From an optimization exercise on the open Yosys and OpenROAD flow, aimed at small area, a short achievable clock period and few clock cycles per item; shortcuts taken in it are not production practice.
No functional check of the RTL was part of this run.
Power figures rest on the tool's default switching activity, not on a simulated workload.

## flow/design.v

```verilog
package bps_pkg;
  localparam int unsigned PATTERN_WORDS = 7;
  localparam int unsigned CFG_DATA_W    = 64;
  localparam int unsigned CFG_IDX_W     = 3;
  localparam int unsigned LEN_W         = 6;
  localparam int unsigned START_W       = 16;
  typedef enum logic [CFG_IDX_W-1:0] {
    CFG_BOUNDARY_LENGTH = 3'd0,
    CFG_PATTERN_WORD_0  = 3'd1,
    CFG_PATTERN_WORD_1  = 3'd2,
    CFG_PATTERN_WORD_2  = 3'd3,
    CFG_PATTERN_WORD_3  = 3'd4,
    CFG_PATTERN_WORD_4  = 3'd5,
    CFG_PATTERN_WORD_5  = 3'd6,
    CFG_PATTERN_WORD_6  = 3'd7
  } cfg_idx_e;
  typedef struct packed {
    logic [7:0] data_byte;
    logic       last_byte;
  } in_t;
  typedef struct packed {
    logic               found;
    logic               full_res;
    logic [START_W-1:0] match_start;
    logic [LEN_W-1:0]   bytes_missing;
  } out_t;
endpackage
module boundary_prefix_search #(
  parameter int unsigned      MAX_BOUNDARY   = 56,
  parameter longint unsigned  MAX_STRING_LEN = 65536
) (
  input  logic                                clk_i,
  input  logic                                rst_ni,
  input  logic                                in_valid_i,
  output logic                                in_stall_o,
  input  logic [8:0]                          in_data_i,
  output logic                                out_valid_o,
  input  logic                                out_stall_i,
  output logic [23:0]                         out_data_o,
  input  logic                                cfg_we_i,
  input  logic [2:0]                          cfg_idx_i,
  input  logic [63:0]                         cfg_data_i
);
  localparam int unsigned NB = 56;
  logic [5:0]         lenm1_q;            
  logic [NB-1:0][7:0] pat_q;
  logic [6:0]         wv_q;               
  logic [5:0]         lenm1_d;
  always_comb begin
    if (cfg_data_i[5:0] == 6'd0)       lenm1_d = 6'd0;
    else if (cfg_data_i[5:0] > 6'd56)  lenm1_d = 6'd55;
    else                               lenm1_d = cfg_data_i[5:0] - 6'd1;
  end
  always_ff @(posedge clk_i or negedge rst_ni) begin
    if (!rst_ni) begin
      lenm1_q <= 6'd0;
      wv_q    <= '0;
    end else if (cfg_we_i) begin
      if (cfg_idx_i == 3'd0) lenm1_q <= lenm1_d;
      else                   wv_q[cfg_idx_i - 3'd1] <= 1'b1;
    end
  end
  always_ff @(posedge clk_i) begin
    for (int w = 0; w < 7; w++) begin
      if (cfg_we_i && cfg_idx_i == 3'(w + 1)) begin
        for (int j = 0; j < 8; j++) pat_q[w*8 + j] <= cfg_data_i[j*8 +: 8];
      end
    end
  end
  logic stall_q, ready_q;
  logic s1_valid_q, l_valid_q, l_last_q, l_ph_q, out_valid_q, out_idle_q;
  logic stall_d;
  logic s1_ready, l_ready, out_free, move;
  logic s1_valid_d, l_valid_d, l_last_d, l_ph_d, out_valid_d;
  logic [7:0] s1_byte_q;
  logic       s1_last_q;
  assign out_free = out_idle_q || !out_stall_i;
  assign l_ready  = !l_valid_q || !l_last_q || (l_ph_q && out_free);
  assign s1_ready = !s1_valid_q || l_ready;
  assign move     = l_valid_q && l_last_q && l_ph_q && out_free;
  always_comb begin
    s1_valid_d  = s1_ready ? (in_valid_i && ready_q) : s1_valid_q;
    l_valid_d   = l_ready ? s1_valid_q : l_valid_q;
    l_last_d    = l_ready ? (s1_valid_q && s1_last_q) : l_last_q;
    l_ph_d      = l_valid_q && l_last_q && !l_ready;
    out_valid_d = move || (!out_idle_q && out_stall_i);
    stall_d     = s1_valid_d && l_valid_d && l_last_d && (!l_ph_d || out_valid_d);
  end
  always_ff @(posedge clk_i or negedge rst_ni) begin
    if (!rst_ni) begin
      stall_q     <= 1'b0;
      ready_q     <= 1'b1;
      out_idle_q  <= 1'b1;
      s1_valid_q  <= 1'b0;
      l_valid_q   <= 1'b0;
      l_last_q    <= 1'b0;
      l_ph_q      <= 1'b0;
      out_valid_q <= 1'b0;
    end else begin
      stall_q     <= stall_d;
      ready_q     <= !stall_d;
      out_idle_q  <= !out_valid_d;
      l_ph_q      <= l_ph_d;
      s1_valid_q  <= s1_valid_d;
      l_valid_q   <= l_valid_d;
      l_last_q    <= l_last_d;
      out_valid_q <= out_valid_d;
    end
  end
  always_ff @(posedge clk_i) begin
    if (s1_ready) begin
      s1_byte_q  <= in_data_i[8:1];
      s1_last_q <= in_data_i[0];
    end
  end
  logic [NB-1:0] live_q, live_d, hit;
  logic [15:0]   pcnt_q, pcnt_d;          
  logic          first_q;                 
  logic          full_seen_q, extra_q;
  logic          full_now;
  logic          l_take;
  logic          at_lim;
  logic          zbyte;
  assign l_take = s1_valid_q && l_ready;
  always_comb begin
    zbyte = (s1_byte_q == 8'd0);
    for (int k = 0; k < NB; k++) begin
      hit[k] = wv_q[k/8] ? (pat_q[k] == s1_byte_q) : zbyte;
    end
    at_lim    = !first_q && (pcnt_q == 16'hFFFF);
    live_d[0] = hit[0] && !at_lim;
    for (int k = 1; k < NB; k++) begin
      live_d[k] = hit[k] && live_q[k-1] && !first_q && !at_lim;
    end
    if (first_q)                                                   pcnt_d = 16'd1;
    else if (pcnt_q == 16'hFFFF || full_seen_q)                   pcnt_d = pcnt_q;
    else                                                           pcnt_d = pcnt_q + 16'd1;
  end
  always_ff @(posedge clk_i or negedge rst_ni) begin
    if (!rst_ni) begin
      first_q     <= 1'b1;
      full_seen_q <= 1'b0;
      extra_q     <= 1'b0;
    end else begin
      if (l_take) first_q <= s1_last_q;
      if (l_valid_q && l_ready) begin
        full_seen_q <= !l_last_q && (full_seen_q || full_now);
        extra_q     <= !l_last_q && (extra_q || (full_now && !full_seen_q && l_take &&
                                                 pcnt_q != 16'hFFFF));
      end
    end
  end
  always_ff @(posedge clk_i) begin
    if (l_take) begin
      live_q <= live_d;
      pcnt_q <= pcnt_d;
    end
  end
  logic [63:0] scan;
  logic        tail_hit;
  logic [5:0]  tail_k;
  logic [31:0] v1;  logic [31:0][0:0] i1;
  logic [15:0] v2;  logic [15:0][1:0] i2;
  logic [7:0]  v3;  logic [7:0][2:0]  i3;
  logic [3:0]  v4;  logic [3:0][3:0]  i4;
  logic [1:0]  v5;  logic [1:0][4:0]  i5;
  always_comb begin
    full_now = live_q[lenm1_q];
    scan     = 64'(live_q);
    for (int n = 0; n < 32; n++) begin
      v1[n] = scan[2*n+1] | scan[2*n];
      i1[n] = scan[2*n+1];
    end
    for (int n = 0; n < 16; n++) begin
      v2[n] = v1[2*n+1] | v1[2*n];
      i2[n] = v1[2*n+1] ? {1'b1, i1[2*n+1]} : {1'b0, i1[2*n]};
    end
    for (int n = 0; n < 8; n++) begin
      v3[n] = v2[2*n+1] | v2[2*n];
      i3[n] = v2[2*n+1] ? {1'b1, i2[2*n+1]} : {1'b0, i2[2*n]};
    end
    for (int n = 0; n < 4; n++) begin
      v4[n] = v3[2*n+1] | v3[2*n];
      i4[n] = v3[2*n+1] ? {1'b1, i3[2*n+1]} : {1'b0, i3[2*n]};
    end
    for (int n = 0; n < 2; n++) begin
      v5[n] = v4[2*n+1] | v4[2*n];
      i5[n] = v4[2*n+1] ? {1'b1, i4[2*n+1]} : {1'b0, i4[2*n]};
    end
    tail_hit = v5[1] | v5[0];
    tail_k   = v5[1] ? {1'b1, i5[1]} : {1'b0, i5[0]};
  end
  function automatic logic [6:0] add_inv6(input logic [5:0] a, input logic [5:0] b,
                                          input logic ci);
    logic [5:0] x, g0, t0, g1, t1, g2, t2, g3;
    logic [6:0] c;
    x  = a ^ ~b;
    g0 = a & ~b;
    t0 = a | ~b;
    g0[0] = g0[0] | (t0[0] & ci);
    for (int i = 0; i < 6; i++) begin
      g1[i] = (i >= 1) ? (g0[i] | (t0[i] & g0[i-1])) : g0[i];
      t1[i] = (i >= 1) ? (t0[i] & t0[i-1]) : 1'b0;
    end
    for (int i = 0; i < 6; i++) begin
      g2[i] = (i >= 2) ? (g1[i] | (t1[i] & g1[i-2])) : g1[i];
      t2[i] = (i >= 2) ? (t1[i] & t1[i-2]) : 1'b0;
    end
    for (int i = 0; i < 6; i++) begin
      g3[i] = (i >= 4) ? (g2[i] | (t2[i] & g2[i-4])) : g2[i];
    end
    c = {g3, ci};
    add_inv6 = {c[6], x ^ c[5:0]};
  endfunction
  function automatic logic [9:0] dec10(input logic [9:0] a);
    for (int i = 0; i < 10; i++) begin
      dec10[i] = a[i] ^ ~(|(a & ((10'd1 << i) - 10'd1)));
    end
  endfunction
  logic        r_full_q, r_hit_q;
  logic [5:0]  r_sub_q;
  always_ff @(posedge clk_i) begin
    r_full_q <= full_seen_q || full_now;
    r_hit_q  <= full_seen_q || full_now || tail_hit;
    r_sub_q  <= (full_seen_q || full_now) ? (extra_q ? lenm1_q + 6'd1 : lenm1_q) : tail_k;
  end
  logic [6:0]  lo;
  logic [9:0]  hi_m1;
  logic [23:0] res;
  always_comb begin
    hi_m1 = dec10(pcnt_q[15:6]);
    lo    = add_inv6(pcnt_q[5:0], r_sub_q, 1'b0);
    res   = '0;
    if (r_hit_q) begin
      res[23]   = 1'b1;
      res[22]   = r_full_q;
      res[21:6] = {lo[6] ? pcnt_q[15:6] : hi_m1, lo[5:0]};
      res[5:0]  = r_full_q ? 6'd0 : add_inv6(lenm1_q, r_sub_q, 1'b1);
    end
  end
  logic [23:0] out_q;
  always_ff @(posedge clk_i) begin
    if (move) out_q <= res;
  end
  assign in_stall_o  = stall_q;
  assign out_valid_o = out_valid_q;
  assign out_data_o  = out_q;
endmodule
```

## flow/run.sh

```bash
#!/bin/bash
# synth_recipe.tcl (not shown) runs the flow's synth.tcl, then flattens the netlist and writes it again
# the make line also repeats each setting of config.mk as NAME=value (left out here)
make -C /OpenROAD-flow-scripts/flow DESIGN_CONFIG=/design/flow/config.mk WORK_HOME=/design/flow/orfs CLKGATE_MAP_FILE= SYNTH_SCRIPT=/design/flow/synth_recipe.tcl finish
```

## flow/config.mk

```make
export PLATFORM = sky130hd
export DESIGN_NAME = boundary_prefix_search
export DESIGN_NICKNAME = boundary_prefix_search
export VERILOG_FILES = /design/flow/design.v
export SDC_FILE = /design/flow/constraint.sdc
export NUM_CORES = 4
export LEC_CHECK = 0
export ABC_CLOCK_PERIOD_IN_PS = 2500
export CAP_MARGIN = 20
export CORE_MARGIN = 2
export CORE_UTILIZATION = 40
export CTS_CLUSTER_DIAMETER = 100
export CTS_CLUSTER_SIZE = 30
export SETUP_SLACK_MARGIN = 5.0
export SLEW_MARGIN = 20
```

## flow/constraint.sdc

```tcl
create_clock -name core_clock -period 7.5 [get_ports {clk_i}]
set_input_delay 1.5000 -clock core_clock [delete_from_list [all_inputs] [get_ports {clk_i}]]
set_output_delay 1.5000 -clock core_clock [all_outputs]
set_load 0.01 [all_outputs]
```

==> impl_results.md <==
* Die span in y at 261 um
* Worst R2R Start: s1_byte_q[4]$_DFFE_PN_
* EDFF count, synth at 553
* Number of synthesized register bits at 585
* Max IR drop VDD at 0.000155 V
* # Max-Cap Violations at 0
* Part of the power in registers at 52.0%
* I/O pin cnt at 107
* Clock share of power at 20.1%
* Clock latency (worst-skew pair) at 0.62 ns
* # rows at 94
* Worst Hold Path EP: out_q[23]$_DFFE_PP_
* Most used DFF post-synth: edfxtp_1
* TNS Setup at 0 ns
* Synth cell types at 67
* Int Pwr at 5.63 mW
* Sink Count at 585
* Syn nets at 1963
* Synth warn at 1
* Final period util at 35.3%
* Slew Limit Fails at 0
* Placer Congestion at 0.898
* Worst path cell trace: buf_2
* Residual DRC at 0
* Root Buffer: clkbuf_16
* Count of final setup violators at 0
* Largest net degree at the start of global routing at 45
* CTS tree: done
* Tmin final at 2.65 ns
* Power density cells at 278 nW/um^2
* Die area at 68000 sq um
* Reg2Reg Capture Point: live_q[10]$_DFFE_PP_
* Reg2Reg Depth at 6
* RSZ-0062 raised after global routing: true
* Slowest stage cell, crit path: dfrtp_1
* Status: timing/DRC/antenna clean
* CP startpoint kind: flip-flop
* Hold path start: r_hit_q$_DFF_P_
* Syn_area_per_cell at 14.3 sq um
* Max clock buf depth at 3
* Vias in the first global route at 15326
* Combinational share of power at 28.0%
* Number of DRC markers in iteration 0 at 1635
* Max_slew headroom at 33.0%
* Core area at 65500 sq um
* Crit path buf inv count at 1
* Net Sw Power at 2.77 mW
* Share of layout cells above drive strength 1 at 12.7%
* Hold Vio Cnt, Final at 0
* Slew @ Worst Pin at 1.01 ns
* Pre-CTS setup slack at 3.57 ns
* Post-Syn Instances at 1844
* Antenna cell count at 0
* R2R Setup Slk at 5.04 ns
* Pleak at 10.2 nW
* Synth async-reset ratio at 4.10%
* Area grow syn2layout at 14.7%
* Total track usage at 21.9%
* Hold Path Stages at 0
* Port Buffers at 106
* H-Tree Depth at 1
* Hold buffers post-CTS at 0
* First-pass GRT wire length at 108 mm
* Overflow after GRT at 0
* Antenna violations before repair at 0
* Drt wl/cell at 26.5 um
* Width of the die at 261 um
* CP Data Required Time at 6.00 ns
* Cts bufs inserted at 25
* CP top delay family: flip-flops
* Setup Skew at 0.0373 ns
* Synthesized area at 26400 sq um
* Sw frac at 33.0%
* Critical path data arrival time at 1.15 ns
* CP Max Fanout at 1
* Worst Path Class, Setup: reg2out
* Initial Util at 40.3%
* TritonRoute pass-1 iters at 8
* DPL Wire Length at 42.6 mm
* DRT antenna net count at 0
* DR vias at 15853
* FMAX at 377 MHz
* Setup WS post-layout at 4.85 ns
* Post-synthesis sequential area ratio at 65.9%
* Element type at the critical path end: output pin
* DR vias/cell at 5.54
* Drt total wl at 75.7 mm
* Crit-path max cell delay at 0.41 ns
* Fin nets at 2102
* Clk pin slew, worst setup/hold paths at 0.11 ns
* Fill cell count at 5732
* Worst hold path type: reg2reg
## power by group through the flow
| stage | clock network (mW) | registers [mW] | logic (mW) |
|---|---|---|---|
| after floorplan | 0 | 4.24 | 1.46 |
| after global placement | 0 | 4.46 | 1.90 |
| after detailed placement | 0 | 4.46 | 1.92 |
| after CTS | 1.71 | 4.35 | 2.18 |
| after global routing | 1.81 | 4.40 | 2.56 |
| final | 1.68 | 4.36 | 2.35 |
## per-stage QoR
stage | instance area, sq um | hold slack [ns] | std cells | util (%) | total power [mW]
after CTS | 29800 | 0.548 | 2831 | 45.5 | 8.25
after global placement | 28400 | 0.515 | 2746 | 43.4 | 6.35
after global routing | 30300 | 0.576 | 2861 | 46.2 | 8.76
final | 30300 | 0.538 | 2861 | 46.2 | 8.39
after floorplan | 26600 | 0.455 | 1844 | - | 5.69
after detailed placement | 28400 | 0.531 | 2746 | 43.4 | 6.39
## flip-flops by register name, summed over array words and instances, names as in the netlist, 6 cells and up
name,cells
pcnt_q,16
live_q,56
s1_byte_q,8
pat_q,448
lenm1_q,6
out_q,24
r_sub_q,6
wv_q,7
## final cells by class
cell class	count	area (sq um)	share of cell area (%)
multi-input combinational	1142	9050	29.9
clock inverter	9	109	0.360
tap	864	1080	3.57
timing repair buffer	176	1740	5.74
sequential	585	17400	57.4
inverter	53	241	0.798
clock buffer	32	652	2.15
## cell usage in the layout (no fill, tap or decap), types with 5 or more instances in the layout
| cell type | count |
|---|---|
| nor3_1 | 19 |
| xnor2_1 | 187 |
| inv_1 | 48 |
| mux4_2 | 5 |
| o31ai_1 | 10 |
| nand2_1 | 25 |
| buf_6 | 6 |
| o21bai_1 | 8 |
| nand3_1 | 93 |
| xor2_1 | 295 |
| nor4_1 | 57 |
| clkdlybuf4s50_1 | 70 |
| nor2b_1 | 10 |
| buf_4 | 47 |
| a21oi_1 | 29 |
| a31o_2 | 5 |
| a2111oi_1 | 5 |
| and3_1 | 49 |
| nor4_2 | 9 |
| or3_1 | 7 |
| a2111oi_2 | 8 |
| buf_12 | 7 |
| or4_1 | 11 |
| clkbuf_16 | 26 |
| buf_2 | 28 |
| dfrtp_1 | 19 |
| nor2_1 | 59 |
| clkbuf_1 | 7 |
| and3_4 | 16 |
| edfxtp_1 | 553 |
| and2_4 | 10 |
| o21ai_1 | 5 |
| mux2i_1 | 22 |
| or2_4 | 7 |
| ha_1 | 32 |
| dfxtp_1 | 8 |
| o21ai_0 | 45 |
| nand4_1 | 16 |
| o41ai_1 | 6 |
| and2_1 | 5 |
## worst max-delay path by stage
stage | startpoint | end | slack, ns | cells past startpoint
after floorplan | out_stall_i | pcnt_q[0]$_SDFFCE_PP1P_ | 4.28 | 4
after global placement | cfg_idx_i[0] | pat_q[279]$_DFFE_PP_ | 3.62 | 3
after detailed placement | cfg_idx_i[0] | pat_q[403]$_DFFE_PP_ | 3.57 | 3
after CTS | stall_q$_DFF_PN0_ | in_stall_o | 4.81 | 1
after global routing | stall_q$_DFF_PN0_ | in_stall_o | 4.82 | 1
final | stall_q$_DFF_PN0_ | in_stall_o | 4.85 | 1
## cell usage after synthesis, drive strengths merged, types with 15 or more instances
cell type	number	area (sq um)
mux2i	22	220
buf	48	233
nand3	93	465
inv	53	201
nand2	28	105
nor3	20	111
a2111oi	15	131
and3	53	332
xnor2	187	1640
ha	36	450
nor2	61	229
clkbuf	40	150
edfxtp	553	16600
dfrtp	21	526
a21oi	33	165
nand4	16	100
xor2	295	2580
o21ai	51	255
nor4	67	425
## cell families after synthesis
family	synth area share, %
buffers and inverters	2.22
and+or+nand+nor	8.39
muxes	1.43
DFF	65.9
AOI/OAI and AO/OA	4.22
adders and majority gates	1.86
xor gates and xnor gates	16.0
## routing by layer
metal | wire [um] | up-vias | global-route usage, %
li1 | - | 7029 | -
met3 | 4040 | 99 | 1.93
met5 | 0 | - | 0
met2 | 36900 | 558 | 37.2
met4 | 2250 | 0 | 5.87
met1 | 32400 | 8167 | 30.2
## what timing repair did
action / in CTS / in global routing
setup endpoints to repair: 664 / 158
setup buffers: 19 / 26
pin swaps: 12 / 18
cloned: 25 / 4
resized for setup: 206 / 63

re-timing with driven ports:
Ports are ideal in the flow. The routed layout listed here was re-timed in OpenROAD. Step 1 assumes that a clkbuf_16 drives the clock port and a buf_2 every other input. Step 2, shift: input delay + t, output delay - t, t = (earliest + latest rising clock arrival at the registers) / 2. This alone moves slack from input paths to output paths. Three values: no drivers, after step 1, after step 2; two values: the first two.
shift t [ns]: 0.663
slack for setup (ns): 4.851 / 4.787 / 4.366
hold WS [ns]: 0.538 / 0.538 / 0.538
slew at the worst register clock pin (ns): 0.12 / 0.12
worst data-port slew with drivers (ns): 0.06
After both steps setup and hold are still met in this run. The setup slack of this run moves by -0.064 ns with the drivers and by -0.485 ns with both steps.
